This design comes from an exercise in tuning for small area, a short achievable clock period and few clock cycles per item on the open sky130 flow, not from production work. Where RTL was checked, it was by simulation tests only, not by an equivalence proof against the original. Function not checked in run 6: the RTL went through the layout flow alone. Power is estimated from default activity; no workload was simulated.

### design/flow/run.sh
#!/bin/bash
# synth_recipe.tcl (not shown) runs the flow's synth.tcl, then flattens the netlist and writes it again
# the make line also repeats each setting of config.mk as NAME=value (left out here)
make -C /OpenROAD-flow-scripts/flow DESIGN_CONFIG=/design/flow/config.mk WORK_HOME=/design/flow/orfs CLKGATE_MAP_FILE= SYNTH_SCRIPT=/design/flow/synth_recipe.tcl finish
### design/flow/config.mk
export PLATFORM = sky130hd
export DESIGN_NAME = sorted_insert_list
export DESIGN_NICKNAME = sorted_insert_list
export VERILOG_FILES = /design/flow/design.v
export SDC_FILE = /design/flow/constraint.sdc
export NUM_CORES = 4
export LEC_CHECK = 0
export CAP_MARGIN = 20
export CORE_MARGIN = 2
export CORE_UTILIZATION = 60
export CTS_CLUSTER_DIAMETER = 100
export CTS_CLUSTER_SIZE = 25
export SETUP_SLACK_MARGIN = 3.5
export SLEW_MARGIN = 20
### design/flow/constraint.sdc
create_clock -name core_clock -period 5.5 [get_ports {clk}]
set_input_delay 1.1000 -clock core_clock [delete_from_list [all_inputs] [get_ports {clk}]]
set_output_delay 1.1000 -clock core_clock [all_outputs]
set_load 0.01 [all_outputs]
### design/flow/design.v
package sil_pkg;
	localparam int CAPACITY_DEF = 16;
	localparam int VALUE_W      = 32;
	localparam int POS_W        = 4;
endpackage
module sil_ctrl (
	input  logic        clk,
	input  logic        arst_n,
	input  logic        start,
	input  logic        lt_pk,      
	input  logic        lt_k,       
	output logic        pk_en,      
	output logic        xfer,       
	output logic        sel_k,      
	output logic        dload,      
	output logic [16:1] msel,       
	output logic        busy,
	output logic        strobe,
	output logic [3:0]  position,
	output logic        last,
	output logic        rejected
);
	logic [4:0]  n_q;        
	logic [3:0]  ph_q;       
	logic [3:0]  rem_q;      
	logic        z_q;        
	logic        act_q;      
	logic        grow_q;     
	logic        placed_q;   
	logic        sg_q;       
	logic        sp_q;       
	logic        sx_q;       
	logic        sltp_q;     
	logic        sltk_q;     
	logic        pv_q;       
	logic        npv_q;      
	logic        xfer_q;     
	logic        dload_q;    
	logic [16:1] msel_q;     
	logic        strobe_q;
	logic [3:0]  pos_q;
	logic        last_q;
	logic        rej_q;
	logic z;
	logic take;
	logic ptake;
	logic nstart;
	logic inc;
	logic n0, n1, n15, n16;
	assign z      = z_q;
	assign n0     = (n_q == 5'd0);
	assign n1     = (n_q == 5'd1);
	assign n15    = (n_q == 5'd15);
	assign n16    = n_q[4];
	assign take   = start && npv_q;
	assign ptake  = take;
	assign nstart = xfer_q;
	assign inc    = act_q && grow_q && z;
	logic [4:0] n_d;
	logic [3:0] rem_d;
	logic       z_d;
	logic       act_d;
	logic       grow_d;
	logic       placed_d;
	logic       pv_d;
	logic       dload_d;
	logic       inc2;
	assign n_d = n_q + {4'd0, inc};
	always_comb begin
		if (!z) begin
			rem_d = rem_q - 4'd1;
			z_d   = (rem_q == 4'd1);
		end else if (nstart) begin
			rem_d = (n16 || (n15 && inc)) ? 4'd15 : 4'(n_d);
			z_d   = dload_q;
		end else begin
			rem_d = (n0 || inc) ? n_q[3:0] : n_q[3:0] - 4'd1;
			z_d   = n0 || (n1 && !inc);
		end
	end
	assign act_d    = nstart || (act_q && !z);
	assign grow_d   = nstart ? !(n16 || (n15 && inc)) : grow_q;
	assign placed_d = !z && (placed_q || sel_k);
	assign pv_d     = (!npv_q && !xfer_q) || ptake;
	assign dload_d  = n0 && !inc && !act_d;
	assign inc2     = (act_q && grow_q && !z && (rem_q == 4'd2)) ||
	                  (xfer_q && ((n1 && !inc) || (n0 && inc)));
	always_ff @(posedge clk or negedge arst_n) begin
		if (!arst_n) begin
			n_q      <= '0;
			z_q      <= 1'b1;
			act_q    <= 1'b0;
			pv_q     <= 1'b0;
			npv_q    <= 1'b1;
			xfer_q   <= 1'b0;
			dload_q  <= 1'b1;
			strobe_q <= 1'b0;
		end else begin
			n_q      <= n_d;
			z_q      <= z_d;
			act_q    <= act_d;
			pv_q     <= pv_d;
			npv_q    <= !pv_d;
			xfer_q   <= z_d && pv_d;
			dload_q  <= dload_d;
			strobe_q <= act_q;
		end
	end
	always_ff @(posedge clk) begin
		rem_q    <= rem_d;
		sg_q     <= act_d && grow_d;
		sp_q     <= z_d || placed_d;
		sx_q     <= xfer_q;
		sltp_q   <= lt_pk;
		sltk_q   <= lt_k;
		if (dload_d)   msel_q <= 16'd1;
		else if (inc2) msel_q <= {msel_q[15:1], 1'b0};
	end
	always_ff @(posedge clk) begin
		ph_q     <= z ? 4'd0 : ph_q + 4'd1;
		grow_q   <= grow_d;
		placed_q <= placed_d;
		pos_q    <= ph_q;
		last_q   <= z;
		rej_q    <= !grow_q;
	end
	assign pk_en    = npv_q;
	assign xfer     = xfer_q;
	assign sel_k    = sg_q && (sp_q || (sx_q ? sltp_q : sltk_q));
	assign dload    = dload_q;
	assign msel     = msel_q;
	assign busy     = pv_q;
	assign strobe   = strobe_q;
	assign position = pos_q;
	assign last     = last_q;
	assign rejected = rej_q;
endmodule
module sil_datapath #(
	parameter int CAPACITY = sil_pkg::CAPACITY_DEF
) (
	input  logic                               clk,
	input  logic                               pk_en,
	input  logic                               xfer,
	input  logic                               sel_k,
	input  logic                               dload,
	input  logic [16:1]                        msel,
	input  logic signed [sil_pkg::VALUE_W-1:0] value,
	output logic                               lt_pk,
	output logic                               lt_k,
	output logic signed [sil_pkg::VALUE_W-1:0] element
);
	localparam int W = sil_pkg::VALUE_W;
	function automatic logic less(input logic [W-1:0] a, input logic [W-1:0] b);
		logic [W-1:0] l, g;
		for (int i = 0; i < W; i++) begin
			if (i == W - 1) begin
				l[i] = a[i] & ~b[i];
				g[i] = ~a[i] & b[i];
			end else begin
				l[i] = ~a[i] & b[i];
				g[i] = a[i] & ~b[i];
			end
		end
		for (int s = 1; s < W; s = s * 2) begin
			for (int i = 0; i + s < W; i = i + 2 * s) begin
				l[i] = l[i+s] | (~g[i+s] & l[i]);
				g[i] = g[i+s] | (~l[i+s] & g[i]);
			end
		end
		less = l[0];
	endfunction
	logic signed [W-1:0] cells_q [CAPACITY];
	logic signed [W-1:0] k_q;      
	logic signed [W-1:0] pk_q;     
	logic signed [W-1:0] head_q;   
	logic signed [W-1:0] hn_q;     
	logic signed [W-1:0] out;
	logic signed [W-1:0] hn_d;
	assign out = sel_k ? k_q : head_q;
	always_comb begin
		hn_d = '0;
		if (msel[1] && dload) begin
			hn_d = pk_q;
		end else begin
			if (msel[1] || msel[2]) hn_d = out;
			for (int p = 2; p < CAPACITY; p++) begin
				if (msel[18-p]) hn_d = hn_d | cells_q[p];
			end
		end
	end
	assign lt_pk = less(pk_q, hn_q);
	assign lt_k  = less(k_q, hn_q);
	always_ff @(posedge clk) begin
		for (int i = 0; i < CAPACITY - 1; i++) cells_q[i] <= cells_q[i+1];
		cells_q[CAPACITY-1] <= out;
		if (xfer)       k_q <= pk_q;
		else if (sel_k) k_q <= head_q;
		if (pk_en) pk_q <= value;
		head_q <= hn_q;
		hn_q   <= hn_d;
	end
	assign element = cells_q[CAPACITY-1];
endmodule
module sorted_insert_list #(
	parameter int CAPACITY = sil_pkg::CAPACITY_DEF
) (
	input  logic                              clk,
	input  logic                              arst_n,
	input  logic                              start,
	input  logic signed [sil_pkg::VALUE_W-1:0] value,
	output logic                              busy,
	output logic                              strobe,
	output logic signed [sil_pkg::VALUE_W-1:0] element,
	output logic [sil_pkg::POS_W-1:0]         position,
	output logic                              last,
	output logic                              rejected
);
	logic       lt_pk;
	logic       lt_k;
	logic       pk_en;
	logic       xfer;
	logic       sel_k;
	logic       dload;
	logic [16:1] msel;
	sil_ctrl u_ctrl (
		.clk      (clk),
		.arst_n   (arst_n),
		.start    (start),
		.lt_pk    (lt_pk),
		.lt_k     (lt_k),
		.pk_en    (pk_en),
		.xfer     (xfer),
		.sel_k    (sel_k),
		.dload    (dload),
		.msel     (msel),
		.busy     (busy),
		.strobe   (strobe),
		.position (position),
		.last     (last),
		.rejected (rejected)
	);
	sil_datapath #(
		.CAPACITY (CAPACITY)
	) u_datapath (
		.clk     (clk),
		.pk_en   (pk_en),
		.xfer    (xfer),
		.sel_k   (sel_k),
		.dload   (dload),
		.msel    (msel),
		.value   (value),
		.lt_pk   (lt_pk),
		.lt_k    (lt_k),
		.element (element)
	);
endmodule
==> results.py, run 1 <==
metrics = {
    "critical_path": {
        "r2r_cells": 7,
        "cp_slowest_stage_delay_ns": 0.38,
        "reg2reg_slack_ns": 3.42,
        "critPathTopFamily": "flip-flops",
        "critPathCaptureType": "output pin",
        "rr_endpoint": "u_ctrl.sltp_q$_DFF_P_",
        "path_cells": "buf_2",
        "critPathArrivalTime_ns": 1.09,
        "critPathBufInv": 1,
        "crit_fanout": 1,
        "cp_slowest_cell": "dfrtp_1",
        "critPathRequiredTime_ns": 4.40,
        "crit_start": "u_ctrl.strobe_q$_DFF_PN0_",
        "r2r-start": "u_datapath.pk_q[20]$_DFFE_PP_",
        "worstSetupPathType": "reg -> out",
        "worstSetupStartpointType": "flop",
    },
    "min_path": {
        "hold_start": "u_datapath.cells_q[12][15]$_DFF_P_",
        "whs_path_depth": 0,
        "holdPathEnd": "u_datapath.cells_q[11][15]$_DFF_P_",
        "hp-class": "reg -> reg",
    },
    "power": {
        "p_leak_nw": 8.40,
        "p_switching_mw": 4.48,
        "seqPwrFrac_pct": 61.2,
        "clkPwrFrac_pct": 16.3,
        "power.share.switching_pct": 31.7,
        "peakVddDrop_mv": 0.393,
        "power_frac_comb_pct": 22.5,
        "cellPowerDensity_nw_per_um2": 661,
        "internal_power_mw": 9.66,
    },
    "yosys": {
        "synth.avg_cell_area_um2": 12.7,
        "synth_top_flop_cell": "dfxtp_1",
        "yosysTopAreaCellShare_pct": 58.3,
        "yosys_warnings": 3,
        "synth.distinct_cells": 54,
        "yosysMostFrequentCell": "dfxtp_1",
        "async_flop_share_pct": 1.92,
        "syn_nets": 1532,
        "synth-edff-count": 64,
        "synth.largest_area_cell": "dfxtp_1",
        "synthTopCellsByArea": "dfxtp_1 (58%), edfxtp_1 (10%), a22oi_1 (3.9%), mux2_2 (2.9%), a222oi_1 (1.8%)",
        "synth_cells": 1487,
        "synth_common_cells": "dfxtp_1 (549), a22oi_1 (97), nor2_1 (78)",
        "ys_ff_latch": 625,
        "synth_area_um2": 18900,
        "ys_seq_area_share_pct": 70.1,
    },
    "grt": {
        "grt_pass1_wl_mm": 71.1,
        "grt.total_usage_pct": 28.3,
        "first_global_vias": 12000,
        "grt-ovfl-total": 0,
        "grt_antenna_before_repair": 0,
        "grt_max_degree": 54,
    },
    "clocking": {
        "clkLatencyLatePin_ns": 0.59,
        "cts_tree": "built",
        "cts_buffers": 28,
        "clock-sinks": 625,
        "clkTransAtPathRegs_ns": 0.10,
        "clock-root-buffer": "clkbuf_16",
        "clockBufferDepth": 3,
        "hold_buffers": 0,
        "htreeDepth": 1,
    },
    "routing": {
        "wire_per_inst_um": 23.8,
        "viasPerCell": 6.12,
        "drt_iter0_drc": 1288,
        "drt-total-wl_mm": 47.0,
        "dr.pass1.iters": 5,
        "ant_nets": 0,
        "vias": 12100,
        "drc": 0,
    },
    "timing": {
        "worst_clock_skew_ns": 0.0154,
        "hold_viol": 0,
        "fmax_mhz": 456,
        "rsz0062_at_grt": "true",
        "max_slew_margin_pct": 44.6,
        "setup_violations": 0,
        "fin_crit_ns": 2.19,
        "maxSlewViolCount": 0,
        "tns_ns": 0,
        "worst_slew_pin_slew_ns": 0.831,
        "finalCritPeriodShare_pct": 39.9,
    },
    "layout": {
        "nFillCells": 2317,
        "drive_gt1_share_pct": 17.1,
        "diodes": 0,
        "final_area_um2": 21400,
        "nNetsFinal": 1612,
        "area_growth_pct": 13.4,
    },
    "run_status": {
        "status": "finished clean",
    },
    "floorplanning": {
        "die_h_um": 181,
        "placementRows": 64,
        "dieArea_um2": 32900,
        "start_util_pct": 61.4,
        "ios": 75,
        "coreArea_um2": 30700,
        "die_w_um": 181,
    },
    "placement": {
        "dpl_cell_area_um2": 19900,
        "hpwl_mm": 28.6,
        "gp_congestion": 0.829,
        "io_buffer_count": 74,
    },
    "flow_run": {
        "max-cap-violations": 0,
    },
}
[metal layers]
| layer | up-vias | wire length, um | GRT usage [%] |
|---|---|---|---|
| li1 | 5561 | - | - |
| met1 | 6048 | 21700 | 41.8 |
| met2 | 423 | 21300 | 45.2 |
| met3 | 65 | 3070 | 3.35 |
| met4 | 0 | 935 | 6.31 |
| met5 | - | 0 | 0 |
[stage by stage]
stage	hold slack, ns	power [mW]	std cells	worst slack (ns)	utilization [%]
after floorplan	0.330	9.90	1487	3.55	-
after global placement	0.332	11.2	1891	2.94	64.8
after detailed placement	0.336	11.3	1892	2.91	64.8
after CTS	0.348	14.0	1968	3.28	68.9
after global routing	0.352	14.9	1977	3.26	69.6
final	0.348	14.1	1977	3.31	69.6
[sequential cells by signal (all words and copies together) (netlist names), 4 cells and up]
name and cells:
u_ctrl.pos_q 4, u_ctrl.ph_q 4, u_ctrl.rem_q 4, u_datapath.head_q 32
u_ctrl.msel_q 16, u_ctrl.n_q 5, u_datapath.cells_q 448, u_datapath.pk_q 32
u_datapath.k_q 32, u_datapath.hn_q 32
[how the worst max path moves through the flow]
stage	endpoint	slack, ns	depth (start not counted)
floorplan	u_datapath.k_q[0]$_DFFE_PP_	3.55	4
global placement	u_datapath.k_q[16]$_DFFE_PP_	2.94	2
detailed placement	u_datapath.k_q[12]$_DFFE_PP_	2.91	2
CTS	element[20]	3.28	1
global route	strobe	3.26	1
finish	strobe	3.31	1
[kinds of logic (layout without fill, tap and decap cells)]
logic type      count (synthesis)  after routing  synth area share (%)
compound gates                332            333                  13.4
simple gates                  277            277                  7.02
mux                            63             63                  3.66
flops                         625            625                  70.1
fa+ha+maj                      48             48                  2.73
xor+xnor                       10             10                 0.464
buf+inv                       132            225                  2.67
[cells in the final DEF, fill, tap and decap left out, drive strengths merged, types with 5 or more instances in the layout]
cell,netlist,routed
dfxtp,549,549
a22oi,98,98
buf,9,96
nor2,78,78
nand2,69,69
edfxtp,64,64
inv,50,50
mux2,48,48
clkbuf,73,45
o21ai,37,38
a211oi,38,38
maj3,38,38
nand3,36,36
clkdlybuf4s50,0,34
a222oi,33,33
a22o,33,33
a221oi,33,33
nand4,33,33
nand2b,26,26
nor2b,22,22
a21oi,21,21
mux2i,15,15
a31oi,14,14
ha,10,10
dfrtp,9,9
xor2,5,5
xnor2,5,5
[power groups by stage]
stage / Clock [mW] / Combinational, mW / Sequential (mW)
floorplan: 0 / 1.81 / 8.10
detailed placement: 0 / 2.71 / 8.64
global route: 2.51 / 3.46 / 8.90
finish: 2.30 / 3.18 / 8.65
CTS: 2.34 / 3.06 / 8.60
global placement: 0 / 2.64 / 8.57
[what timing repair did]
item                       CTS  global route
gates resized for setup    278            33
setup endpoints to repair  135            87
cloned                       1             1
pin swaps                   18             6
setup buffers               31             8
[cell type report]
class                      instances  area (um^2)  share of cell area, %
sequential                       625        13300                   62.2
multi-input combinational        731         5360                   25.0
timing repair buffer             131         1260                   5.90
clock buffer                      44          782                   3.65
tap                              396          495                   2.32
inverter                          50          188                  0.877
Testbench counts, summed over its fixed seeds: cycles 24,991, items 2,755.
==> run 2, diff against run 1 <==
--- a/design/flow/config.mk
+++ b/design/flow/config.mk
@@ -10,5 +10,5 @@
 export CORE_UTILIZATION = 60
 export CTS_CLUSTER_DIAMETER = 100
 export CTS_CLUSTER_SIZE = 25
-export SETUP_SLACK_MARGIN = 3.5
+export SETUP_SLACK_MARGIN = 3.3
 export SLEW_MARGIN = 20
==> results.py, run 2 <==
metrics = {
    "yosys": {
        "yosys_warnings": 3,
        "synthTopCellsByArea": "dfxtp_1 (58%), edfxtp_1 (10%), a22oi_1 (3.9%), mux2_2 (2.9%), a222oi_1 (1.8%)",
        "synth.largest_area_cell": "dfxtp_1",
        "ys_ff_latch": 625,
        "syn_nets": 1532,
        "synth_area_um2": 18900,
        "yosysTopAreaCellShare_pct": 58.3,
        "ys_seq_area_share_pct": 70.1,
        "synth-edff-count": 64,
        "synth_top_flop_cell": "dfxtp_1",
        "synth.avg_cell_area_um2": 12.7,
        "yosysMostFrequentCell": "dfxtp_1",
        "synth.distinct_cells": 54,
        "synth_cells": 1487,
        "synth_common_cells": "dfxtp_1 (549), a22oi_1 (97), nor2_1 (78)",
        "async_flop_share_pct": 1.92,
    },
    "min_path": {
        "hold_start": "u_datapath.cells_q[8][2]$_DFF_P_",
        "hp-class": "reg -> reg",
    },
    "floorplanning": {
        "die_h_um": 181,
        "placementRows": 64,
        "coreArea_um2": 30700,
        "die_w_um": 181,
        "start_util_pct": 61.4,
        "ios": 75,
        "dieArea_um2": 32900,
    },
    "run_status": {
        "status": "finished clean",
    },
    "layout": {
        "regArea_um2": 13300,
        "diodes": 0,
        "nNetsFinal": 1599,
        "multiInputGateArea_um2": 5240,
        "largest_reg_flops": 448,
        "final_common_cell": "dfxtp_1",
        "final_area_um2": 21000,
        "regMostFlops": "u_datapath.cells_q",
        "nFillCells": 2357,
        "drive_gt1_share_pct": 14.4,
        "instances_no_fill": 1964,
        "area_growth_pct": 11.3,
        "mostFrequentLayoutCells": "dfxtp_1 (512), a22oi_1 (97), nor2_1 (78)",
    },
    "routing": {
        "drt-total-wl_mm": 46.2,
        "viasPerCell": 6.07,
        "vias": 11900,
        "drt_iter0_drc": 1216,
        "drc": 0,
        "dr.pass1.iters": 7,
        "ant_nets": 0,
        "wire_per_inst_um": 23.5,
    },
    "timing": {
        "fin_crit_ns": 2.20,
        "worst_clock_skew_ns": 0.0182,
        "fmax_mhz": 455,
        "max_slew_margin_pct": 44.1,
        "setup_violations": 0,
        "maxSlewViolCount": 0,
        "holdWs_ns": 0.347,
        "finalCritPeriodShare_pct": 39.9,
        "worst_slew_pin_slew_ns": 0.839,
        "hold_viol": 0,
        "setup_slack_ns": 3.30,
        "tns_ns": 0,
        "rsz0062_at_grt": "true",
    },
    "clocking": {
        "clockBufferDepth": 3,
        "clkLatencyLatePin_ns": 0.58,
        "cts_tree": "built",
        "cts_buffers": 28,
        "clock-root-buffer": "clkbuf_16",
        "htreeDepth": 1,
        "clkTransAtPathRegs_ns": 0.09,
        "clock-sinks": 625,
    },
    "power": {
        "cellPowerDensity_nw_per_um2": 659,
        "peakVddDrop_mv": 0.397,
        "p_leak_nw": 8.24,
    },
    "placement": {
        "pre_cts_slack_ns": 2.91,
        "hpwl_mm": 28.6,
        "dp_cells": 1892,
        "io_buffer_count": 74,
        "dpl_cell_area_um2": 19900,
        "gp_congestion": 0.829,
    },
    "critical_path": {
        "critPathArrivalTime_ns": 1.10,
        "critPathCaptureType": "output pin",
        "cp_slowest_cell": "dfrtp_1",
        "r2r-start": "u_datapath.hn_q[7]$_DFF_P_",
        "crit_start": "u_ctrl.strobe_q$_DFF_PN0_",
        "path_cells": "buf_2",
        "critPathBufInv": 1,
        "worstSetupStartpointType": "flop",
        "critPathTopFamily": "flip-flops",
        "worstSetupPathType": "reg -> out",
        "cp_slowest_stage_delay_ns": 0.38,
        "crit_fanout": 1,
        "critPathRequiredTime_ns": 4.40,
    },
    "grt": {
        "grt-ovfl-total": 0,
        "grt.total_usage_pct": 28.1,
        "first_global_vias": 11900,
        "grt_pass1_wl_mm": 70.6,
        "grt_antenna_before_repair": 0,
        "grt_max_degree": 54,
    },
    "flow_run": {
        "max-cap-violations": 0,
    },
}
run 2: metrics by stage:
| step | utilization (%) | power (mW) |
|---|---|---|
| 2_1_floorplan | - | 9.90 |
| 3_3_place_gp | 64.8 | 11.2 |
| 3_5_place_dp | 64.8 | 11.3 |
| 4_1_cts | 68.0 | 13.8 |
| 5_1_grt | 68.3 | 14.6 |
| 6_report | 68.3 | 13.8 |
run 2: report_power, final:
group	switching [mW]	internal [mW]	leakage [nW]
Clock	1.33	0.980	0.375
Sequential	1.51	7.13	5.38
Combinational	1.53	1.36	2.49
run 2: cell families after synthesis:
kind of cell / Yosys count / share of synthesized area, %
flops: 625 / 70.1
compound gates: 332 / 13.4
simple gates: 277 / 7.02
buf+inv: 132 / 2.67
mux: 63 / 3.66
fa+ha+maj: 48 / 2.73
xor+xnor: 10 / 0.464
run 2: cell type report:
class	instances	share of cell area, %
clock buffers	44	3.72
inverters	50	0.894
multi-input cells	731	24.9
flip-flops and latches	625	63.3
well taps	396	2.36
repair buffers	118	4.78
run 2: layer usage:
layer | GRT usage, % | vias up | wire, um | share of wire [%]
met3 | 3.12 | 59 | 3070 | 6.6
li1 | - | 5538 | - | -
met2 | 44.8 | 382 | 20900 | 45
met4 | 5.79 | 0 | 815 | 1.8
met5 | 0 | - | 0 | 0
met1 | 41.7 | 5946 | 21500 | 46
run 2: what timing repair did:
action,4_1_cts,5_1_grt
cloned,1,0
setup buffers,25,2
pin swaps,7,4
resized for setup,221,24
endpoints found under the hold margin,0,0
hold buffers,0,0
setup endpoints to repair,114,28
run 2: path summary, 6_finish.rpt:
kind / endpoint / slack (ns) / depth (start not counted)
max in group asynchronous: u_ctrl.xfer_q$_DFF_PN0_ / 4.22 / 1
min in group asynchronous: u_ctrl.n_q[2]$_DFF_PN0_ / 0.87 / 1
worst max register to register: u_ctrl.sltp_q$_DFF_P_ / 3.36 / 6
worst min register to register: u_datapath.cells_q[7][2]$_DFF_P_ / 0.35 / 0
worst min-delay path: u_datapath.cells_q[7][2]$_DFF_P_ / 0.35 / 0
worst max-delay path: strobe / 3.30 / 1
==> run 3, diff against run 2 <==
--- a/design/flow/design.v
+++ b/design/flow/design.v
@@ -21,7 +21,6 @@
 	output logic        rejected
 );
 	logic [4:0]  n_q;        
-	logic [3:0]  ph_q;       
 	logic [3:0]  rem_q;      
 	logic        z_q;        
 	logic        act_q;      
@@ -117,10 +116,9 @@
 		else if (inc2) msel_q <= {msel_q[15:1], 1'b0};
 	end
 	always_ff @(posedge clk) begin
-		ph_q     <= z ? 4'd0 : ph_q + 4'd1;
 		grow_q   <= grow_d;
 		placed_q <= placed_d;
-		pos_q    <= ph_q;
+		pos_q    <= last_q ? 4'd0 : pos_q + 4'd1;
 		last_q   <= z;
 		rej_q    <= !grow_q;
 	end
--- a/design/flow/config.mk
+++ b/design/flow/config.mk
@@ -10,5 +10,5 @@
 export CORE_UTILIZATION = 60
 export CTS_CLUSTER_DIAMETER = 100
 export CTS_CLUSTER_SIZE = 25
-export SETUP_SLACK_MARGIN = 3.3
+export SETUP_SLACK_MARGIN = 3.4
 export SLEW_MARGIN = 20
==> results.py, run 3 <==
metrics = {
    "timing": {
        "tns_ns": 0,
        "fin_crit_ns": 2.19,
        "worst_slew_pin_slew_ns": 0.974,
        "holdWs_ns": 0.345,
        "setup_violations": 0,
        "maxSlewViolCount": 0,
        "fmax_mhz": 457,
        "rsz0062_at_grt": "true",
        "worst_clock_skew_ns": 0.0157,
        "finalCritPeriodShare_pct": 39.8,
        "max_slew_margin_pct": 35.1,
        "hold_viol": 0,
    },
    "yosys": {
        "async_flop_share_pct": 1.93,
        "synth-edff-count": 64,
        "synth.largest_area_cell": "dfxtp_1",
        "ys_seq_area_share_pct": 69.9,
        "synth.avg_cell_area_um2": 12.7,
        "yosysTopAreaCellShare_pct": 58.0,
        "ys_ff_latch": 621,
        "yosysMostFrequentCell": "dfxtp_1",
        "synth_common_cells": "dfxtp_1 (545), a22oi_1 (97), nor2_1 (78)",
        "synth_area_um2": 18800,
        "synthTopCellsByArea": "dfxtp_1 (58%), edfxtp_1 (10%), a22oi_1 (3.9%), mux2_2 (2.9%), a222oi_1 (1.8%)",
        "yosys_warnings": 3,
        "synth_top_flop_cell": "dfxtp_1",
        "synth.distinct_cells": 55,
        "syn_nets": 1528,
        "synth_cells": 1483,
    },
    "floorplanning": {
        "die_w_um": 181,
        "dieArea_um2": 32800,
        "die_h_um": 181,
        "coreArea_um2": 30700,
        "start_util_pct": 61.1,
        "ios": 75,
        "placementRows": 64,
    },
    "critical_path": {
        "critPathCaptureType": "output pin",
        "r2r_cells": 6,
        "worstSetupPathType": "reg -> out",
        "crit_fanout": 2,
        "reg2reg_slack_ns": 3.40,
        "path_cells": "buf_6",
        "cp_slowest_cell": "dfxtp_4",
        "worstSetupStartpointType": "flop",
        "cp_slowest_stage_delay_ns": 0.38,
        "critPathTopFamily": "flip-flops",
        "critPathRequiredTime_ns": 4.40,
        "critPathArrivalTime_ns": 1.09,
        "critPathBufInv": 1,
        "crit_cells": 1,
    },
    "clocking": {
        "cts_tree": "built",
        "clkLatencyLatePin_ns": 0.59,
        "clock-root-buffer": "clkbuf_16",
        "cts_buffers": 28,
        "clockBufferDepth": 3,
        "htreeDepth": 1,
        "clkTransAtPathRegs_ns": 0.10,
        "hold_buffers": 0,
        "clock-sinks": 621,
    },
    "grt": {
        "grt-ovfl-total": 0,
        "grt_antenna_before_repair": 0,
        "grt.total_usage_pct": 27.7,
        "grt_max_degree": 47,
        "first_global_vias": 11700,
        "grt_pass1_wl_mm": 69.7,
    },
    "layout": {
        "nNetsFinal": 1607,
        "diodes": 0,
        "largest_reg_flops": 448,
        "drive_gt1_share_pct": 15.7,
        "final_common_cell": "dfxtp_1",
        "final_area_um2": 21200,
        "mostFrequentLayoutCells": "dfxtp_1 (504), a22oi_1 (97), nor2_1 (78)",
        "area_growth_pct": 12.7,
        "regMostFlops": "u_datapath.cells_q",
    },
    "min_path": {
        "hp-class": "reg -> reg",
        "whs_path_depth": 0,
    },
    "routing": {
        "vias": 12000,
        "dr.max_layer_used": "met4",
        "wl_met3_mm": 2.84,
        "drt-total-wl_mm": 46.2,
        "dr.pass1.iters": 6,
        "viasPerCell": 6.08,
        "drt_iter0_drc": 1327,
        "drc": 0,
        "ant_nets": 0,
        "wire_per_inst_um": 23.4,
        "dr_wl_met2_mm": 20.1,
        "m1WireLength_mm": 22.3,
    },
    "power": {
        "peakVddDrop_mv": 0.481,
        "cellPowerDensity_nw_per_um2": 659,
        "p_leak_nw": 8.34,
    },
    "placement": {
        "hpwl_mm": 28.6,
        "gp_congestion": 0.882,
        "io_buffer_count": 74,
        "dpl_cell_area_um2": 19900,
    },
    "run_status": {
        "status": "finished clean",
    },
    "flow_run": {
        "max-cap-violations": 0,
    },
}
[run 3: cell types whose count changed in the layout (fill, tap and decap cells not counted), sizes merged]
cell,previous run,this run
buf,84,96
clkbuf,44,45
dfxtp,549,545
o21ai,38,37
[run 3: metrics by stage]
step                std cells  power [mW]  utilization (%)  setup WS (ns)
finish                   1972        14.0             68.9           3.31
global route             1972        14.7             68.9           3.27
CTS                      1965        13.9             68.6           3.18
detailed placement       1891        11.3             64.6           2.98
global placement         1891        11.1             64.6           3.01
floorplan                1483        9.86                -           3.55
[run 3: kinds of logic (layout without fill, tap and decap cells)]
| kind of cell | count (synthesis) | count (layout) | synth area share [%] |
|---|---|---|---|
| adders and majority gates | 48 | 48 | 2.74 |
| AOI/OAI and AO/OA | 332 | 332 | 13.4 |
| xor gates and xnor gates | 10 | 10 | 0.466 |
| and+or+nand+nor | 277 | 277 | 7.07 |
| muxes | 63 | 63 | 3.67 |
| buffers and inverters | 132 | 225 | 2.71 |
| DFF | 621 | 621 | 69.9 |
[run 3: what timing repair did]
action	CTS	global route
gates resized for setup	256	12
pin swaps	6	6
gates cloned	0	1
setup buffers	30	6
endpoints found under the setup margin	125	72
[run 3: area by class of cell]
type / count / area [um^2]
multi-input cells: 730 / 5230
repair buffers: 131 / 1250
clock buffers: 44 / 803
well taps: 396 / 495
inverters: 50 / 188
fillers: 2256 / 9560
flip-flops and latches: 621 / 13200
[run 3: worst paths after layout]
kind                                                    startpoint                           endpoint
worst max-delay path            u_datapath.cells_q[15][31]$_DFF_P_                        element[31]
worst min-delay path             u_datapath.cells_q[6][31]$_DFF_P_  u_datapath.cells_q[5][31]$_DFF_P_
worst max register to register       u_datapath.pk_q[17]$_DFFE_PP_              u_ctrl.sltp_q$_DFF_P_
worst min register to register   u_datapath.cells_q[6][31]$_DFF_P_  u_datapath.cells_q[5][31]$_DFF_P_
max in group asynchronous                                   arst_n            u_ctrl.xfer_q$_DFF_PN0_
min in group asynchronous                                   arst_n          u_ctrl.strobe_q$_DFF_PN0_
[run 3: metal layers]
layer	track usage (%)	up-vias
li1	-	5534
met1	43.1	5972
met2	41.9	411
met3	2.94	68
met4	6.28	0
met5	0	-
[run 3: report_power, final]
part	internal, mW	switching, mW
Clock	1.01	1.33
Combinational	1.49	1.52
Sequential	7.09	1.52
Testbench counts of run 3, summed over its fixed seeds: cycles 24,991, items 2,755.
==> run 4, diff against run 3 <==
--- a/design/flow/config.mk
+++ b/design/flow/config.mk
@@ -10,5 +10,5 @@
 export CORE_UTILIZATION = 60
 export CTS_CLUSTER_DIAMETER = 100
 export CTS_CLUSTER_SIZE = 25
-export SETUP_SLACK_MARGIN = 3.4
+export SETUP_SLACK_MARGIN = 3.3
 export SLEW_MARGIN = 20
==> results.py, run 4 <==
metrics = {
    "power": {
        "cellPowerDensity_nw_per_um2": 657,
        "p_leak_nw": 8.23,
        "peakVddDrop_mv": 0.481,
        "finalPower_mw": 13.7,
    },
    "placement": {
        "io_buffer_count": 74,
        "gp_congestion": 0.882,
        "hpwl_mm": 28.6,
    },
    "layout": {
        "nFillCells": 2283,
        "area_growth_pct": 11.3,
        "nNetsFinal": 1600,
        "diodes": 0,
        "drive_gt1_share_pct": 14.6,
        "largest_reg_flops": 448,
        "mostFrequentLayoutCells": "dfxtp_1 (508), a22oi_1 (97), nor2_1 (78)",
        "regArea_um2": 13200,
        "multiInputGateArea_um2": 5200,
        "final_common_cell": "dfxtp_1",
        "regMostFlops": "u_datapath.cells_q",
    },
    "grt": {
        "grt_antenna_before_repair": 0,
        "grt_pass1_wl_mm": 69.5,
        "first_global_vias": 11700,
        "grt_max_degree": 47,
        "grt.total_usage_pct": 27.6,
        "grt-ovfl-total": 0,
    },
    "min_path": {
        "whs_path_depth": 0,
        "hp-class": "reg -> reg",
    },
    "flow_run": {
        "max-cap-violations": 0,
    },
    "yosys": {
        "synth-edff-count": 64,
        "synth_top_flop_cell": "dfxtp_1",
        "syn_nets": 1528,
        "synthTopCellsByArea": "dfxtp_1 (58%), edfxtp_1 (10%), a22oi_1 (3.9%), mux2_2 (2.9%), a222oi_1 (1.8%)",
        "ys_seq_area_share_pct": 69.9,
        "synth_common_cells": "dfxtp_1 (545), a22oi_1 (97), nor2_1 (78)",
        "synth_cells": 1483,
        "synth.distinct_cells": 55,
        "yosysTopAreaCellShare_pct": 58.0,
        "synth.largest_area_cell": "dfxtp_1",
        "ys_ff_latch": 621,
        "synth_area_um2": 18800,
        "yosysMostFrequentCell": "dfxtp_1",
        "synth.avg_cell_area_um2": 12.7,
        "async_flop_share_pct": 1.93,
        "yosys_warnings": 3,
    },
    "timing": {
        "holdWs_ns": 0.350,
        "fmax_mhz": 458,
        "rsz0062_at_grt": "true",
        "worst_clock_skew_ns": 0.0152,
        "fin_crit_ns": 2.18,
        "worst_slew_pin_slew_ns": 0.950,
        "tns_ns": 0,
        "hold_viol": 0,
        "finalCritPeriodShare_pct": 39.7,
        "setup_violations": 0,
        "maxSlewViolCount": 0,
        "max_slew_margin_pct": 36.7,
    },
    "critical_path": {
        "critPathTopFamily": "flip-flops",
        "crit_cells": 1,
        "path_cells": "buf_6",
        "crit_fanout": 2,
        "critPathRequiredTime_ns": 4.40,
        "r2r_cells": 6,
        "critPathArrivalTime_ns": 1.08,
        "critPathBufInv": 1,
        "cp_slowest_stage_delay_ns": 0.38,
        "critPathCaptureType": "output pin",
        "cp_slowest_cell": "dfxtp_4",
        "worstSetupStartpointType": "flop",
        "worstSetupPathType": "reg -> out",
    },
    "routing": {
        "vias": 11900,
        "drt_iter0_drc": 1312,
        "m1WireLength_mm": 22.1,
        "wl_met3_mm": 2.86,
        "ant_nets": 0,
        "viasPerCell": 6.06,
        "drc": 0,
        "dr_wl_met2_mm": 19.8,
        "drt-total-wl_mm": 45.8,
        "wire_per_inst_um": 23.3,
        "dr.max_layer_used": "met4",
        "dr.pass1.iters": 8,
    },
    "floorplanning": {
        "placementRows": 64,
        "dieArea_um2": 32800,
        "start_util_pct": 61.1,
        "die_w_um": 181,
        "coreArea_um2": 30700,
        "ios": 75,
        "die_h_um": 181,
    },
    "run_status": {
        "status": "finished clean",
    },
    "clocking": {
        "cts_tree": "built",
        "clockBufferDepth": 3,
        "cts_buffers": 28,
        "htreeDepth": 1,
        "clock-sinks": 621,
        "clkTransAtPathRegs_ns": 0.10,
        "clock-root-buffer": "clkbuf_16",
        "clkLatencyLatePin_ns": 0.59,
    },
}
==> run 4: where the power goes <==
group / total [mW] / internal [mW] / leakage [nW] / switching, mW
clock network: 2.33 / 1.01 / 0.386 / 1.32
registers: 8.58 / 7.08 / 5.34 / 1.50
logic: 2.82 / 1.33 / 2.50 / 1.49
==> run 4: layout make-up <==
class	count	area share [%]
multi-input cells	730	24.9
clock buffers	44	3.84
inverters	50	0.897
well taps	396	2.37
repair buffers	124	4.86
flip-flops and latches	621	63.2
==> run 4: metal layers <==
layer  vias to the layer above  GRT usage, %
met3                        63          2.96
met2                       422          41.7
li1                       5527             -
met4                         0          6.15
met5                         -             0
met1                      5900          43.1
==> run 4: kinds of logic after synthesis <==
group | count (synthesis) | synth area share, %
mux | 63 | 3.67
buf+inv | 132 | 2.71
compound gates | 332 | 13.4
fa+ha+maj | 48 | 2.74
flops | 621 | 69.9
xor+xnor | 10 | 0.466
simple gates | 277 | 7.07
==> run 4: final timing paths <==
check                                                   start                                 to  slack, ns
max                        u_datapath.cells_q[15][31]$_DFF_P_                        element[31]       3.32
min                         u_datapath.cells_q[6][31]$_DFF_P_  u_datapath.cells_q[5][31]$_DFF_P_       0.35
max reg2reg                               u_ctrl.sx_q$_DFF_P_        u_datapath.hn_q[21]$_DFF_P_       3.36
min reg2reg                 u_datapath.cells_q[6][31]$_DFF_P_  u_datapath.cells_q[5][31]$_DFF_P_       0.35
max in group asynchronous                              arst_n            u_ctrl.xfer_q$_DFF_PN0_       4.10
min in group asynchronous                              arst_n          u_ctrl.strobe_q$_DFF_PN0_       0.91
==> run 4: through the flow <==
| step | instances | area [um^2] | worst slack, ns | utilization, % |
|---|---|---|---|---|
| after floorplan | 1483 | 18800 | 3.55 | - |
| after global placement | 1891 | 19900 | 3.01 | 64.6 |
| after detailed placement | 1891 | 19900 | 2.98 | 64.6 |
| after CTS | 1963 | 20800 | 3.18 | 67.8 |
| after global routing | 1965 | 20900 | 3.27 | 68.0 |
| final | 1965 | 20900 | 3.32 | 68.0 |
==> run 4: what timing repair did <==
item,CTS,global route
endpoints found under the hold margin,0,0
gates resized for setup,217,13
hold buffers,0,0
pin swaps,4,0
endpoints found under the setup margin,113,20
cloned,0,0
setup buffers,28,2
==> run 5, diff against run 4 <==
--- a/design/flow/config.mk
+++ b/design/flow/config.mk
@@ -7,7 +7,7 @@
 export LEC_CHECK = 0
 export CAP_MARGIN = 20
 export CORE_MARGIN = 2
-export CORE_UTILIZATION = 60
+export CORE_UTILIZATION = 65
 export CTS_CLUSTER_DIAMETER = 100
 export CTS_CLUSTER_SIZE = 25
 export SETUP_SLACK_MARGIN = 3.3
==> results.py, run 5 <==
metrics = {
    "routing": {
        "ant_nets": 0,
        "viasPerCell": 6.18,
        "drc": 0,
        "dr.pass1.iters": 5,
        "drt-total-wl_mm": 45.4,
        "vias": 12100,
        "wire_per_inst_um": 23.3,
        "drt_iter0_drc": 1220,
    },
    "clocking": {
        "clkLatencyLatePin_ns": 0.58,
        "htreeDepth": 1,
        "clock-root-buffer": "clkbuf_16",
        "clockBufferDepth": 3,
        "clock-sinks": 621,
        "cts_tree": "built",
        "hold_buffers": 0,
        "clkTransAtPathRegs_ns": 0.10,
        "cts_buffers": 28,
    },
    "critical_path": {
        "critPathTopFamily": "flip-flops",
        "critPathRequiredTime_ns": 4.40,
        "critPathArrivalTime_ns": 1.21,
        "cp_slowest_stage_delay_ns": 0.39,
        "cp_slowest_cell": "dfxtp_4",
        "critPathCaptureType": "output pin",
        "crit_fanout": 3,
        "path_cells": "clkdlybuf4s15_1",
        "critPathBufInv": 1,
        "worstSetupPathType": "reg -> out",
        "worstSetupStartpointType": "flop",
    },
    "yosys": {
        "synthTopCellsByArea": "dfxtp_1 (58%), edfxtp_1 (10%), a22oi_1 (3.9%), mux2_2 (2.9%), a222oi_1 (1.8%)",
        "yosysMostFrequentCell": "dfxtp_1",
        "synth.distinct_cells": 55,
        "synth.largest_area_cell": "dfxtp_1",
        "synth_top_flop_cell": "dfxtp_1",
        "async_flop_share_pct": 1.93,
        "synth_common_cells": "dfxtp_1 (545), a22oi_1 (97), nor2_1 (78)",
        "synth-edff-count": 64,
        "yosysTopAreaCellShare_pct": 58.0,
        "synth_cells": 1483,
        "syn_nets": 1528,
        "synth.avg_cell_area_um2": 12.7,
        "ys_ff_latch": 621,
        "synth_area_um2": 18800,
        "yosys_warnings": 3,
        "ys_seq_area_share_pct": 69.9,
    },
    "grt": {
        "first_global_vias": 11800,
        "grt_antenna_before_repair": 1,
        "grt-ovfl-total": 0,
        "grt.total_usage_pct": 29.7,
        "grt_max_degree": 50,
        "grt_pass1_wl_mm": 68.9,
    },
    "floorplanning": {
        "placementRows": 62,
        "ios": 75,
        "die_h_um": 174,
        "start_util_pct": 65.7,
        "coreArea_um2": 28600,
        "die_w_um": 174,
        "dieArea_um2": 30300,
    },
    "layout": {
        "nFillCells": 1987,
        "mostFrequentLayoutCells": "dfxtp_1 (505), a22oi_1 (97), nor2_1 (78)",
        "largest_reg_flops": 448,
        "area_growth_pct": 11.3,
        "final_area_um2": 20900,
        "final_common_cell": "dfxtp_1",
        "diodes": 0,
        "drive_gt1_share_pct": 15.0,
        "nNetsFinal": 1601,
        "regMostFlops": "u_datapath.cells_q",
    },
    "timing": {
        "fmax_mhz": 432,
        "finalCritPeriodShare_pct": 42.0,
        "holdWs_ns": 0.344,
        "maxSlewViolCount": 0,
        "rsz0062_at_grt": "true",
        "hold_viol": 0,
        "tns_ns": 0,
        "max_slew_margin_pct": 34.2,
        "setup_violations": 0,
        "worst_clock_skew_ns": 0.0160,
        "fin_crit_ns": 2.31,
        "worst_slew_pin_slew_ns": 0.986,
    },
    "placement": {
        "hpwl_mm": 27.9,
        "io_buffer_count": 74,
        "dpl_cell_area_um2": 19800,
        "gp_congestion": 0.851,
    },
    "run_status": {
        "status": "finished clean",
    },
    "flow_run": {
        "max-cap-violations": 0,
    },
    "power": {
        "cellPowerDensity_nw_per_um2": 661,
        "peakVddDrop_mv": 0.422,
        "p_leak_nw": 8.24,
    },
    "min_path": {
        "hp-class": "reg -> reg",
    },
}
## run 5: through the flow
| stage | setup slack (ns) | instances | power (mW) | utilization (%) |
|---|---|---|---|---|
| 2_1_floorplan | 3.55 | 1483 | 9.86 | - |
| 3_3_place_gp | 3.02 | 1875 | 11.2 | 69.3 |
| 3_5_place_dp | 3.00 | 1875 | 11.3 | 69.3 |
| 4_1_cts | 3.12 | 1951 | 13.7 | 72.7 |
| 5_1_grt | 3.15 | 1954 | 14.5 | 73.1 |
| 6_report | 3.19 | 1954 | 13.8 | 73.1 |
## run 5: final timing paths
kind                                                         end                                from  slack, ns  depth (start not counted)
worst min-delay path            u_datapath.cells_q[2][1]$_DFF_P_    u_datapath.cells_q[3][1]$_DFF_P_       0.34                          0
worst max register to register             u_ctrl.sltp_q$_DFF_P_       u_datapath.pk_q[16]$_DFFE_PP_       3.29                          7
min in group asynchronous                u_ctrl.n_q[4]$_DFF_PN0_                              arst_n       0.89                          1
max in group asynchronous                u_ctrl.xfer_q$_DFF_PN0_                              arst_n       4.15                          1
worst min register to register  u_datapath.cells_q[2][1]$_DFF_P_    u_datapath.cells_q[3][1]$_DFF_P_       0.34                          0
worst max-delay path                                 element[30]  u_datapath.cells_q[15][30]$_DFF_P_       3.19                          1
## run 5: repair_timing
| item | in CTS | in global routing |
|---|---|---|
| setup endpoints to repair | 114 | 58 |
| setup buffers | 32 | 2 |
| pin swaps | 4 | 2 |
| gates resized for setup | 215 | 16 |
| cloned | 0 | 1 |
## run 5: final cells by class
cell class | instances | area, um^2 | share of cell area, %
multi-input combinational | 730 | 5220 | 25.0
inverter | 50 | 188 | 0.897
clock buffer | 44 | 803 | 3.84
sequential | 621 | 13200 | 63.2
tap | 384 | 480 | 2.30
timing repair buffer | 125 | 1020 | 4.87
## run 5: where the power goes
group / internal (mW) / switching, mW / total, mW
logic: 1.36 / 1.56 / 2.91
clock network: 1.01 / 1.32 / 2.33
registers: 7.08 / 1.50 / 8.58
## run 5: cells by family after synthesis
family	Yosys count	synth area share (%)
fa+ha+maj	48	2.74
flops	621	69.9
simple gates	277	7.07
buf+inv	132	2.71
mux	63	3.67
compound gates	332	13.4
xor+xnor	10	0.466
## run 5: metal layers
| layer | vias up | part of all wire [%] | wire length, um | track usage (%) |
|---|---|---|---|---|
| met5 | - | 0 | 0 | 0 |
| li1 | 5528 | - | - | - |
| met2 | 472 | 45 | 20200 | 46.0 |
| met3 | 73 | 7.2 | 3280 | 4.29 |
| met1 | 6001 | 46 | 20900 | 44.4 |
| met4 | 0 | 2.3 | 1040 | 7.18 |
==> run 6, diff against run 5 <==
--- a/design/flow/design.v
+++ b/design/flow/design.v
@@ -35,7 +35,7 @@
 	logic        npv_q;      
 	logic        xfer_q;     
 	logic        dload_q;    
-	logic [16:1] msel_q;     
+	logic [3:0]  mi_q;       
 	logic        strobe_q;
 	logic [3:0]  pos_q;
 	logic        last_q;
@@ -112,8 +112,8 @@
 		sx_q     <= xfer_q;
 		sltp_q   <= lt_pk;
 		sltk_q   <= lt_k;
-		if (dload_d)   msel_q <= 16'd1;
-		else if (inc2) msel_q <= {msel_q[15:1], 1'b0};
+		if (dload_d)   mi_q <= 4'd0;
+		else if (inc2) mi_q <= mi_q + 4'd1;
 	end
 	always_ff @(posedge clk) begin
 		grow_q   <= grow_d;
@@ -126,7 +126,9 @@
 	assign xfer     = xfer_q;
 	assign sel_k    = sg_q && (sp_q || (sx_q ? sltp_q : sltk_q));
 	assign dload    = dload_q;
-	assign msel     = msel_q;
+	always_comb begin
+		for (int i = 1; i <= 16; i++) msel[i] = (mi_q == 4'(i - 1));
+	end
 	assign busy     = pv_q;
 	assign strobe   = strobe_q;
 	assign position = pos_q;
--- a/design/flow/config.mk
+++ b/design/flow/config.mk
@@ -7,7 +7,7 @@
 export LEC_CHECK = 0
 export CAP_MARGIN = 20
 export CORE_MARGIN = 2
-export CORE_UTILIZATION = 65
+export CORE_UTILIZATION = 60
 export CTS_CLUSTER_DIAMETER = 100
 export CTS_CLUSTER_SIZE = 25
 export SETUP_SLACK_MARGIN = 3.3
==> results.py, run 6 <==
metrics = {
    "clocking": {
        "clock-root-buffer": "clkbuf_16",
        "clockBufferDepth": 3,
        "hold_buffers": 0,
        "clock-sinks": 609,
        "clkTransAtPathRegs_ns": 0.10,
        "cts_tree": "built",
        "cts_buffers": 28,
        "clkLatencyLatePin_ns": 0.59,
        "htreeDepth": 1,
    },
    "routing": {
        "wire_per_inst_um": 24.8,
        "drt_iter0_drc": 1352,
        "vias": 12200,
        "drc": 0,
        "viasPerCell": 6.18,
        "ant_nets": 0,
        "dr.pass1.iters": 6,
        "drt-total-wl_mm": 48.9,
    },
    "yosys": {
        "yosysTopAreaCellShare_pct": 57.1,
        "ys_seq_area_share_pct": 69.0,
        "async_flop_share_pct": 1.97,
        "synthTopCellsByArea": "dfxtp_1 (57%), edfxtp_1 (10%), a22oi_1 (6.4%), mux2_2 (3.9%), a21oi_1 (1.9%)",
        "syn_nets": 1515,
        "yosys_warnings": 3,
        "synth.largest_area_cell": "dfxtp_1",
        "synth_area_um2": 18700,
        "synth.avg_cell_area_um2": 12.8,
        "synth-edff-count": 64,
        "ys_ff_latch": 609,
        "synth_cells": 1466,
        "synth_common_cells": "dfxtp_1 (533), a22oi_1 (160), a21oi_1 (70)",
        "synth_top_flop_cell": "dfxtp_1",
        "synth.distinct_cells": 59,
        "yosysMostFrequentCell": "dfxtp_1",
    },
    "layout": {
        "area_growth_pct": 13.5,
        "final_area_um2": 21200,
        "regMostFlops": "u_datapath.cells_q",
        "nNetsFinal": 1612,
        "instances_no_fill": 1973,
        "final_common_cell": "dfxtp_1",
        "largest_reg_flops": 448,
        "nFillCells": 2237,
        "mostFrequentLayoutCells": "dfxtp_1 (488), a22oi_1 (160), a21oi_1 (69)",
        "fin_util_pct": 69.2,
        "drive_gt1_share_pct": 18.7,
    },
    "critical_path": {
        "cp_slowest_stage_delay_ns": 0.39,
        "path_cells": "nor2b_4 -> maj3_2 -> maj3_2 -> maj3_2 -> a221oi_2 -> maj3_2 -> a21bo_1",
        "r2r-start": "u_datapath.hn_q[24]$_DFF_P_",
        "r2r_cells": 7,
        "critPathRequiredTime_ns": 5.98,
        "crit_top_cell": "maj3_2",
        "reg2reg_slack_ns": 3.25,
        "critPathCaptureType": "flop",
        "worstSetupPathType": "reg -> reg",
        "rr_endpoint": "u_ctrl.sltk_q$_DFF_P_",
        "crit_fanout": 2,
        "worstSetupStartpointType": "flop",
        "critPathArrivalTime_ns": 2.73,
        "cp_slowest_cell": "dfxtp_4",
    },
    "min_path": {
        "hp-class": "reg -> reg",
        "hold_start": "u_datapath.cells_q[3][21]$_DFF_P_",
        "holdPathEnd": "u_datapath.cells_q[2][21]$_DFF_P_",
        "whs_path_depth": 0,
    },
    "placement": {
        "dp_cells": 1882,
        "pre_cts_slack_ns": 2.60,
        "dpl_cell_area_um2": 19800,
        "gp_congestion": 0.905,
        "io_buffer_count": 74,
        "hpwl_mm": 30.4,
    },
    "floorplanning": {
        "start_util_pct": 61.0,
        "placementRows": 64,
        "ios": 75,
        "coreArea_um2": 30700,
        "die_w_um": 181,
        "dieArea_um2": 32600,
        "die_h_um": 181,
    },
    "timing": {
        "rsz0062_at_grt": "true",
        "setup_violations": 0,
        "hold_viol": 0,
        "fmax_mhz": 445,
        "max_slew_margin_pct": 39.4,
        "worst_slew_pin_slew_ns": 0.909,
        "fin_crit_ns": 2.25,
        "tns_ns": 0,
        "finalCritPeriodShare_pct": 40.8,
        "maxSlewViolCount": 0,
        "worst_clock_skew_ns": 0.0273,
        "setup_slack_ns": 3.25,
    },
    "grt": {
        "grt_antenna_before_repair": 2,
        "grt-ovfl-total": 0,
        "first_global_vias": 12100,
        "grt_pass1_wl_mm": 73.1,
        "grt_max_degree": 45,
        "grt.total_usage_pct": 29.3,
    },
    "power": {
        "cellPowerDensity_nw_per_um2": 667,
        "p_leak_nw": 8.29,
        "peakVddDrop_mv": 0.401,
    },
    "run_status": {
        "status": "finished clean",
    },
    "flow_run": {
        "max-cap-violations": 0,
    },
}
[run 6: cell count changes after synthesis, moves of 12 or more]
cell	delta
dfxtp_1	-12
a211oi_1	-32
a21oi_1	+49
mux2_2	+16
a31oi_1	-12
o32a_1	+21
nor2b_1	+25
nand2_1	-30
mux2i_1	-13
o21ai_0	-17
a221oi_1	-31
a22oi_1	+63
a22o_1	-27
nor2_1	-52
[run 6: layer usage]
layer	up-vias	routed length [um]	share of wire, %	track usage (%)
li1	5575	-	-	-
met3	69	4420	9.0	6.33
met4	2	1000	2.1	6.81
met2	496	21900	45	45.5
met1	6061	21500	44	42.3
met5	-	12	0.025	0
[run 6: report_power, final]
part / switching (mW) / internal, mW
registers: 1.52 / 6.99
logic: 1.71 / 1.63
clock network: 1.34 / 0.959
total: 4.58 / 9.58
[run 6: cells by family after synthesis]
logic type                 synth area share, %
xor gates and xnor gates                 0.609
and+or+nand+nor                           7.17
muxes                                     3.96
DFF                                       69.0
buffers and inverters                     2.43
AOI/OAI and AO/OA                         14.2
adders and majority gates                 2.72
[run 6: how the worst max path moves through the flow]
stage | start | to | slack (ns) | cells past startpoint
finish | u_datapath.hn_q[24]$_DFF_P_ | u_ctrl.sltk_q$_DFF_P_ | 3.25 | 7
global route | u_datapath.hn_q[24]$_DFF_P_ | u_ctrl.sltk_q$_DFF_P_ | 3.16 | 7
detailed placement | u_ctrl.mi_q[2]$_SDFFE_PP0P_ | u_datapath.hn_q[12]$_DFF_P_ | 2.60 | 7
CTS | u_datapath.hn_q[24]$_DFF_P_ | u_ctrl.sltk_q$_DFF_P_ | 3.26 | 7
global placement | u_ctrl.mi_q[2]$_SDFFE_PP0P_ | u_datapath.hn_q[18]$_DFF_P_ | 2.71 | 7
floorplan | u_datapath.hn_q[24]$_DFF_P_ | u_ctrl.sltk_q$_DFF_P_ | 3.43 | 7
[run 6: final cells by class]
class	count	area (um^2)	area share (%)
Tap cell	396	495	2.34
Antenna cell	1	2.50	0.0118
Timing Repair Buffer	139	1210	5.71
Sequential cell	609	13000	61.2
Clock inverter	2	32.5	0.153
Inverter	47	176	0.831
Multi-Input combinational cell	738	5570	26.2
Clock buffer	41	749	3.53
[run 6: through the flow]
stage	hold WS (ns)	total power, mW
after detailed placement	0.334	11.5
final	0.341	14.2
after CTS	0.339	14.0
after global placement	0.332	11.4
after floorplan	0.326	9.91
after global routing	0.351	14.9
[run 6: what timing repair did]
item,in CTS,in global routing
gates cloned,1,1
buffers inserted,40,5
endpoints found under the setup margin,106,82
resized for setup,275,36
pin swaps,11,17
[run 6: critical path, delay by kind of cell (launching register included)]
family,cells,cell delay (ns)
DFF,1,0.39
adders and majority gates,4,1.17
AOI/OAI and AO/OA,2,0.46
and+or+nand+nor,1,0.13

what the ideal ports hide:
In the flow no input, the clock included, has a driving cell. The finished layouts below were timed again as built, in two steps.
Step 1 (the two cells are an assumption about what drives the block):
set clk [get_ports {clk}]
set_driving_cell -lib_cell sky130_fd_sc_hd__clkbuf_16 $clk
set_driving_cell -lib_cell sky130_fd_sc_hd__buf_2 [delete_from_list [all_inputs] $clk]
Step 2, shift: input delay + t, output delay - t, t = (earliest + latest rising clock arrival at the registers) / 2. This alone moves slack from input paths to output paths.
Three values: ideal, step 1, step 2; two values: the first two.
run	t (ns)	setup WS [ns]	worst hold slack (ns)	clock arrival spread, ns	worst register clock-pin slew, ns
run 1	0.628	3.307 / 3.255 / 3.422	0.348 / 0.348 / 0.348	0.019 / 0.018	0.10 / 0.10
run 2	0.627	3.305 / 3.253 / 3.358	0.347 / 0.347 / 0.347	0.021 / 0.021	0.10 / 0.10
run 3	0.633	3.312 / 3.258 / 3.405	0.345 / 0.345 / 0.345	0.020 / 0.020	0.10 / 0.10
run 4	0.631	3.315 / 3.260 / 3.363	0.350 / 0.350 / 0.350	0.020 / 0.020	0.10 / 0.10
run 5	0.623	3.188 / 3.138 / 3.294	0.344 / 0.344 / 0.344	0.019 / 0.019	0.11 / 0.11
run 6	0.634	3.255 / 3.255 / 3.255	0.341 / 0.341 / 0.341	0.027 / 0.028	0.10 / 0.10
After both steps setup and hold are still met in every run listed.
